This design comes from an exercise in tuning for small area on the open sky130 flow, not from production work.
Function was checked by simulation only, so behaviour that the tests miss may differ from the original.
Power is estimated from default activity; no workload was simulated.

## sierra
==> flow/design.v <==
module pipeline_id_hazard #(
  parameter int XLEN   = 32,
  parameter int BYPASS = 1,
  parameter int HAZARD = 1
) (
  input  logic            clk,
  input  logic            reset,
  input  logic            if_valid,
  input  logic [31:0]     if_instr,
  input  logic [XLEN-1:0] if_pcplus4,
  input  logic            ex_flush,
  input  logic            wb_en,
  input  logic [4:0]      wb_reg,
  input  logic [XLEN-1:0] wb_data,
  output logic            id_stall,
  output logic            ex_valid,
  output logic            ex_regwrite,
  output logic            ex_memtoreg,
  output logic            ex_memwrite,
  output logic            ex_branch,
  output logic            ex_nez,
  output logic            ex_alusrc,
  output logic            ex_jump,
  output logic            ex_link,
  output logic            ex_jumptoreg,
  output logic            ex_shiftl16,
  output logic            ex_illegal,
  output logic [1:0]      ex_aluop,
  output logic [5:0]      ex_funct,
  output logic [4:0]      ex_rs,
  output logic [4:0]      ex_rt,
  output logic [4:0]      ex_dst,
  output logic [XLEN-1:0] ex_rega,
  output logic [XLEN-1:0] ex_regb,
  output logic [XLEN-1:0] ex_imm,
  output logic [XLEN-1:0] ex_pcplus4
);
  localparam logic [5:0] OP_RTYPE = 6'b000000;
  localparam logic [5:0] OP_LW    = 6'b100011;
  localparam logic [5:0] OP_SW    = 6'b101011;
  localparam logic [5:0] OP_BEQ   = 6'b000100;
  localparam logic [5:0] OP_BNE   = 6'b000101;
  localparam logic [5:0] OP_ADDI  = 6'b001000;
  localparam logic [5:0] OP_ORI   = 6'b001101;
  localparam logic [5:0] OP_LUI   = 6'b001111;
  localparam logic [5:0] OP_J     = 6'b000010;
  localparam logic [5:0] OP_JAL   = 6'b000011;
  localparam logic [5:0] FN_JR    = 6'b001000;
  localparam logic [3:0] C_BUB  = 4'd0;
  localparam logic [3:0] C_R    = 4'd1;
  localparam logic [3:0] C_JR   = 4'd2;
  localparam logic [3:0] C_LW   = 4'd3;
  localparam logic [3:0] C_SW   = 4'd4;
  localparam logic [3:0] C_BEQ  = 4'd5;
  localparam logic [3:0] C_BNE  = 4'd6;
  localparam logic [3:0] C_ADDI = 4'd7;
  localparam logic [3:0] C_ORI  = 4'd8;
  localparam logic [3:0] C_LUI  = 4'd9;
  localparam logic [3:0] C_J    = 4'd10;
  localparam logic [3:0] C_JAL  = 4'd11;
  localparam logic [3:0] C_ILL  = 4'd12;
  logic [5:0] opcode;
  logic [5:0] funct;
  logic [4:0] rs;
  logic [4:0] rt;
  assign opcode = if_instr[31:26];
  assign rs     = if_instr[25:21];
  assign rt     = if_instr[20:16];
  assign funct  = if_instr[5:0];
  logic [3:0]      cls_q;
  logic [4:0]      rs_q;
  logic [4:0]      rt_q;
  logic [15:0]     imm_q;
  logic [XLEN-1:0] pc_q;
  logic [31:1][XLEN-1:0] regs_q;
  logic [XLEN-1:0]       wr_data;
  assign wr_data = reset ? '0 : wb_data;
  always_ff @(posedge clk) begin
    for (int i = 1; i < 32; i++)
      if (reset || (wb_en && (wb_reg == i[4:0]))) regs_q[i] <= wr_data;
  end
  logic [31:1] sel_a;
  logic [31:1] sel_b;
  always_comb begin
    for (int i = 1; i < 32; i++) begin
      sel_a[i] = (rs_q == i[4:0]);
      sel_b[i] = (rt_q == i[4:0]);
    end
  end
  for (genvar b = 0; b < XLEN; b++) begin : g_rd
    logic [31:1] col;
    for (genvar i = 1; i < 32; i++) begin : g_col
      assign col[i] = regs_q[i][b];
    end
    id_rf_rdmux u_a (.sel(sel_a), .d(col), .y(ex_rega[b]));
    id_rf_rdmux u_b (.sel(sel_b), .d(col), .y(ex_regb[b]));
  end
  logic [3:0] cls;
  logic       rs_used;
  logic       rt_used;
  always_comb begin
    rs_used = 1'b0;
    rt_used = 1'b0;
    case (opcode)
      OP_RTYPE: begin cls = (funct == FN_JR) ? C_JR : C_R; rs_used = 1'b1; rt_used = 1'b1; end
      OP_LW:    begin cls = C_LW;   rs_used = 1'b1; end
      OP_SW:    begin cls = C_SW;   rs_used = 1'b1; rt_used = 1'b1; end
      OP_BEQ:   begin cls = C_BEQ;  rs_used = 1'b1; rt_used = 1'b1; end
      OP_BNE:   begin cls = C_BNE;  rs_used = 1'b1; rt_used = 1'b1; end
      OP_ADDI:  begin cls = C_ADDI; rs_used = 1'b1; end
      OP_ORI:   begin cls = C_ORI;  rs_used = 1'b1; end
      OP_LUI:   cls = C_LUI;
      OP_J:     cls = C_J;
      OP_JAL:   cls = C_JAL;
      default:  cls = C_ILL;
    endcase
  end
  logic load_use;
  logic kill;
  assign load_use = if_valid && (cls_q == C_LW) && (rt_q != 5'd0) &&
                    ((rs_used && (rs == rt_q)) || (rt_used && (rt == rt_q)));
  assign id_stall = load_use && !ex_flush;
  assign kill = reset || ex_flush || !if_valid || load_use;
  always_ff @(posedge clk) begin
    if (kill) begin
      cls_q <= C_BUB;
      rs_q  <= '0;
      rt_q  <= '0;
      imm_q <= '0;
      pc_q  <= '0;
    end else begin
      cls_q <= cls;
      rs_q  <= rs;
      rt_q  <= rt;
      imm_q <= if_instr[15:0];
      pc_q  <= if_pcplus4;
    end
  end
  logic signext;
  always_comb begin
    ex_valid     = 1'b1;
    ex_regwrite  = 1'b0;
    ex_memtoreg  = 1'b0;
    ex_memwrite  = 1'b0;
    ex_branch    = 1'b0;
    ex_nez       = 1'b0;
    ex_alusrc    = 1'b0;
    ex_jump      = 1'b0;
    ex_link      = 1'b0;
    ex_jumptoreg = 1'b0;
    ex_shiftl16  = 1'b0;
    ex_illegal   = 1'b0;
    ex_aluop     = 2'b00;
    ex_dst       = 5'd0;
    signext      = 1'b0;
    case (cls_q)
      C_BUB:  ex_valid = 1'b0;
      C_R:    begin ex_regwrite = 1'b1; ex_aluop = 2'b10; ex_dst = imm_q[15:11]; end
      C_JR:   begin ex_jumptoreg = 1'b1; ex_aluop = 2'b10; end
      C_LW:   begin ex_regwrite = 1'b1; ex_memtoreg = 1'b1; ex_alusrc = 1'b1; ex_dst = rt_q; signext = 1'b1; end
      C_SW:   begin ex_memwrite = 1'b1; ex_alusrc = 1'b1; signext = 1'b1; end
      C_BEQ:  begin ex_branch = 1'b1; ex_aluop = 2'b01; signext = 1'b1; end
      C_BNE:  begin ex_branch = 1'b1; ex_nez = 1'b1; ex_aluop = 2'b01; signext = 1'b1; end
      C_ADDI: begin ex_regwrite = 1'b1; ex_alusrc = 1'b1; ex_dst = rt_q; signext = 1'b1; end
      C_ORI:  begin ex_regwrite = 1'b1; ex_alusrc = 1'b1; ex_aluop = 2'b11; ex_dst = rt_q; end
      C_LUI:  begin ex_regwrite = 1'b1; ex_alusrc = 1'b1; ex_shiftl16 = 1'b1; ex_aluop = 2'b11; ex_dst = rt_q; end
      C_J:    ex_jump = 1'b1;
      C_JAL:  begin ex_jump = 1'b1; ex_link = 1'b1; ex_regwrite = 1'b1; ex_dst = 5'd31; end
      default: ex_illegal = 1'b1;
    endcase
  end
  assign ex_funct   = imm_q[5:0];
  assign ex_rs      = rs_q;
  assign ex_rt      = rt_q;
  assign ex_imm     = {{(XLEN-16){signext & imm_q[15]}}, imm_q};
  assign ex_pcplus4 = pc_q;
endmodule
module id_rf_rdmux (
  input  logic [31:1] sel,
  input  logic [31:1] d,
  output logic        y
);
  logic [10:1] t;
  for (genvar k = 0; k < 10; k++) begin : g_t
    id_aoi222 u_t (.a1(sel[3*k+1]), .b1(d[3*k+1]), .a2(sel[3*k+2]), .b2(d[3*k+2]),
                   .a3(sel[3*k+3]), .b3(d[3*k+3]), .y(t[k+1]));
  end
  assign y = ~(&t) | (sel[31] & d[31]);
endmodule
module id_aoi222 (
  input  logic a1, b1, a2, b2, a3, b3,
  output logic y
);
  assign y = ~((a1 & b1) | (a2 & b2) | (a3 & b3));
endmodule
==> flow/config.mk <==
export PLATFORM = sky130hd
export DESIGN_NAME = pipeline_id_hazard
export DESIGN_NICKNAME = pipeline_id_hazard
export VERILOG_FILES = /design/flow/design.v
export SDC_FILE = /design/flow/constraint.sdc
export NUM_CORES = 4
export LEC_CHECK = 0
export CAP_MARGIN = 12
export CORE_MARGIN = 2
export CORE_UTILIZATION = 50
export PLACE_DENSITY = 0.65
export SLEW_MARGIN = 12
export SYNTH_HIERARCHICAL = 1
==> flow/constraint.sdc <==
create_clock -name core_clock -period 7.0 [get_ports {clk}]
set_input_delay 1.4000 -clock core_clock [delete_from_list [all_inputs] [get_ports {clk}]]
set_output_delay 1.4000 -clock core_clock [all_outputs]
set_load 0.01 [all_outputs]
standard.sh (not shown) runs the stock make flow with config.mk's settings and CLKGATE_MAP_FILE= SYNTH_SCRIPT=/design/flow/synth_recipe.tcl, a recipe that flattens the netlist after the stock synthesis.
==> flow/flow/run.sh <==
#!/bin/bash
# Standard ORFS layout with smaller port buffers, a lighter clock tree and
# synthesis' gates reset to their smallest drive before placement.
set -uo pipefail
HERE=$(pwd)
bash standard.sh \
  "BUFFER_PORTS_ARGS=-buffer_cell sky130_fd_sc_hd__buf_1" \
  "CTS_ARGS=-sink_clustering_enable -repair_clock_nets -buf_list sky130_fd_sc_hd__clkbuf_16 -sink_clustering_size 30 -sink_clustering_max_diameter 80 -dont_use_dummy_load" \
  REMOVE_ABC_BUFFERS=1 \
  "POST_FLOORPLAN_TCL=$HERE/flow/downsize.tcl" \
  finish > flow_make.log 2>&1
==> flow/flow/downsize.tcl <==
# Set every combinational cell from synthesis to its smallest drive strength
# of the same function; repair_design re-buffers and resizes where the
# slew and capacitance limits call for it.
set db [ord::get_db]
set block [ord::get_db_block]
set n 0
foreach inst [$block getInsts] {
  set master [$inst getMaster]
  set m [$master getName]
  if {![regexp {^(sky130_fd_sc_hd__[a-z0-9]+)_(\d+)$} $m -> base sz]} { continue }
  if {[regexp {__(df|edf|sdf|dl|buf|clk|inv|tap|conb|fill|decap|diode)} $base]} { continue }
  set best $master
  foreach s {0 1 2} {
    set cand [$db findMaster ${base}_$s]
    if {$cand eq "NULL"} { continue }
    if {[$cand getWidth] < [[set best] getWidth]} { set best $cand }
  }
  if {$best ne $master} {
    replace_cell [$inst getName] [$best getName]
    incr n
  }
}
puts "downsize: resized $n instances"
## Diff of input files: onyx against sierra
- swapping 50 for 35 in CORE_UTILIZATION
- swapping 0.65 for 0.5 in PLACE_DENSITY
- swapping 12 for 20 in SLEW_MARGIN
- swapping 12 for 20 in CAP_MARGIN
==> flow/flow/run.sh <==
#!/bin/bash
# Standard ORFS layout with smaller port buffers and a lighter clock tree.
set -uo pipefail
bash standard.sh \
  "BUFFER_PORTS_ARGS=-buffer_cell sky130_fd_sc_hd__buf_1" \
  "CTS_ARGS=-sink_clustering_enable -repair_clock_nets -buf_list sky130_fd_sc_hd__clkbuf_8 -sink_clustering_size 20 -sink_clustering_max_diameter 60 -dont_use_dummy_load" \
  finish > flow_make.log 2>&1
removed: flow/flow/downsize.tcl
## What came out
Diff sierra -> onyx: power share of the sequential group -0.2 points, actual transition at the worst max-transition pin shows a reduction of 0.051 ns, design area grew by 2.5%, effective utilization at floorplan decreased 15 points, part of the cycle the worst path needs went down by 0.29 points. onyx finished every step from synthesis to the final layout, and the layout passed the timing, design-rule and antenna checks. When onyx is set beside sierra, its inserted tap cell count turns out to be 466 larger.
Setup changes, onyx to lagoon
- GPL_TIMING_DRIVEN: unset -> 0
- CAP_MARGIN: 20 -> 12
- PLACE_DENSITY: 0.5 -> 0.65
- SLEW_MARGIN: 20 -> 12
- CORE_UTILIZATION: 35 -> 50
==> flow/flow/run.sh <==
#!/bin/bash
# Standard ORFS layout with smaller port buffers, a lighter clock tree and
# synthesis' gates reset to their smallest drive before placement.
set -uo pipefail
HERE=$(pwd)
bash standard.sh \
  "BUFFER_PORTS_ARGS=-buffer_cell sky130_fd_sc_hd__buf_1" \
  "CTS_ARGS=-sink_clustering_enable -repair_clock_nets -buf_list sky130_fd_sc_hd__clkbuf_16 -sink_clustering_size 30 -sink_clustering_max_diameter 80 -dont_use_dummy_load" \
  REMOVE_ABC_BUFFERS=1 \
  "POST_FLOORPLAN_TCL=$HERE/flow/downsize.tcl" \
  finish > flow_make.log 2>&1
==> flow/flow/downsize.tcl (new file) <==
# Set every combinational cell from synthesis to its smallest drive strength
# of the same function; repair_design re-buffers and resizes where the
# slew and capacitance limits call for it.
set db [ord::get_db]
set block [ord::get_db_block]
set n 0
foreach inst [$block getInsts] {
  set master [$inst getMaster]
  set m [$master getName]
  if {![regexp {^(sky130_fd_sc_hd__[a-z0-9]+)_(\d+)$} $m -> base sz]} { continue }
  if {[regexp {__(df|edf|sdf|dl|buf|clk|inv|tap|conb|fill|decap|diode)} $base]} { continue }
  set best $master
  foreach s {0 1 2} {
    set cand [$db findMaster ${base}_$s]
    if {$cand eq "NULL"} { continue }
    if {[$cand getWidth] < [[set best] getWidth]} { set best $cand }
  }
  if {$best ne $master} {
    replace_cell [$inst getName] [$best getName]
    incr n
  }
}
puts "downsize: resized $n instances"
==> comparison <==
lagoon vs. onyx: critical-path maximum fanout went down by 7; number of non-clock buffers went up by about 26%. lagoon vs onyx, setup slack went down by 0.21 ns. The run showing the smaller design area is onyx. Per the comparison of lagoon with onyx, final wirelength now larger, minimum hold slack now larger.

==> re-timing with driven ports <==
In the flow no input, the clock included, has a driving cell. The finished layouts below were timed again as built, in two steps. Step 1 sets driving cells, clkbuf_16 on the clock port and buf_2 on the other inputs (assumed; they add their load-dependent delay and slew). Step 2 times the ports against the registers' clock, not the clock port: input delays grow and output delays shrink by t, the midpoint of the rising clock arrivals with the driver on. Three values: ideal ports, drivers, drivers and shift; two values: the first two.
| run | t (ns) | slack for setup (ns) | hold WS [ns] | latest minus earliest clock arrival (ns) |
|---|---|---|---|---|
| sierra | 0.701 | 1.395 / 1.325 / 2.026 | 0.951 / 0.911 / 1.394 | 0.076 / 0.076 |
| onyx | 0.808 | 1.416 / 1.341 / 2.149 | 0.887 / 0.835 / 1.191 | 0.122 / 0.122 |
| lagoon | 0.699 | 1.202 / 1.130 / 1.829 | 0.983 / 0.935 / 1.290 | 0.083 / 0.083 |
After both steps setup and hold are still met in every run listed.
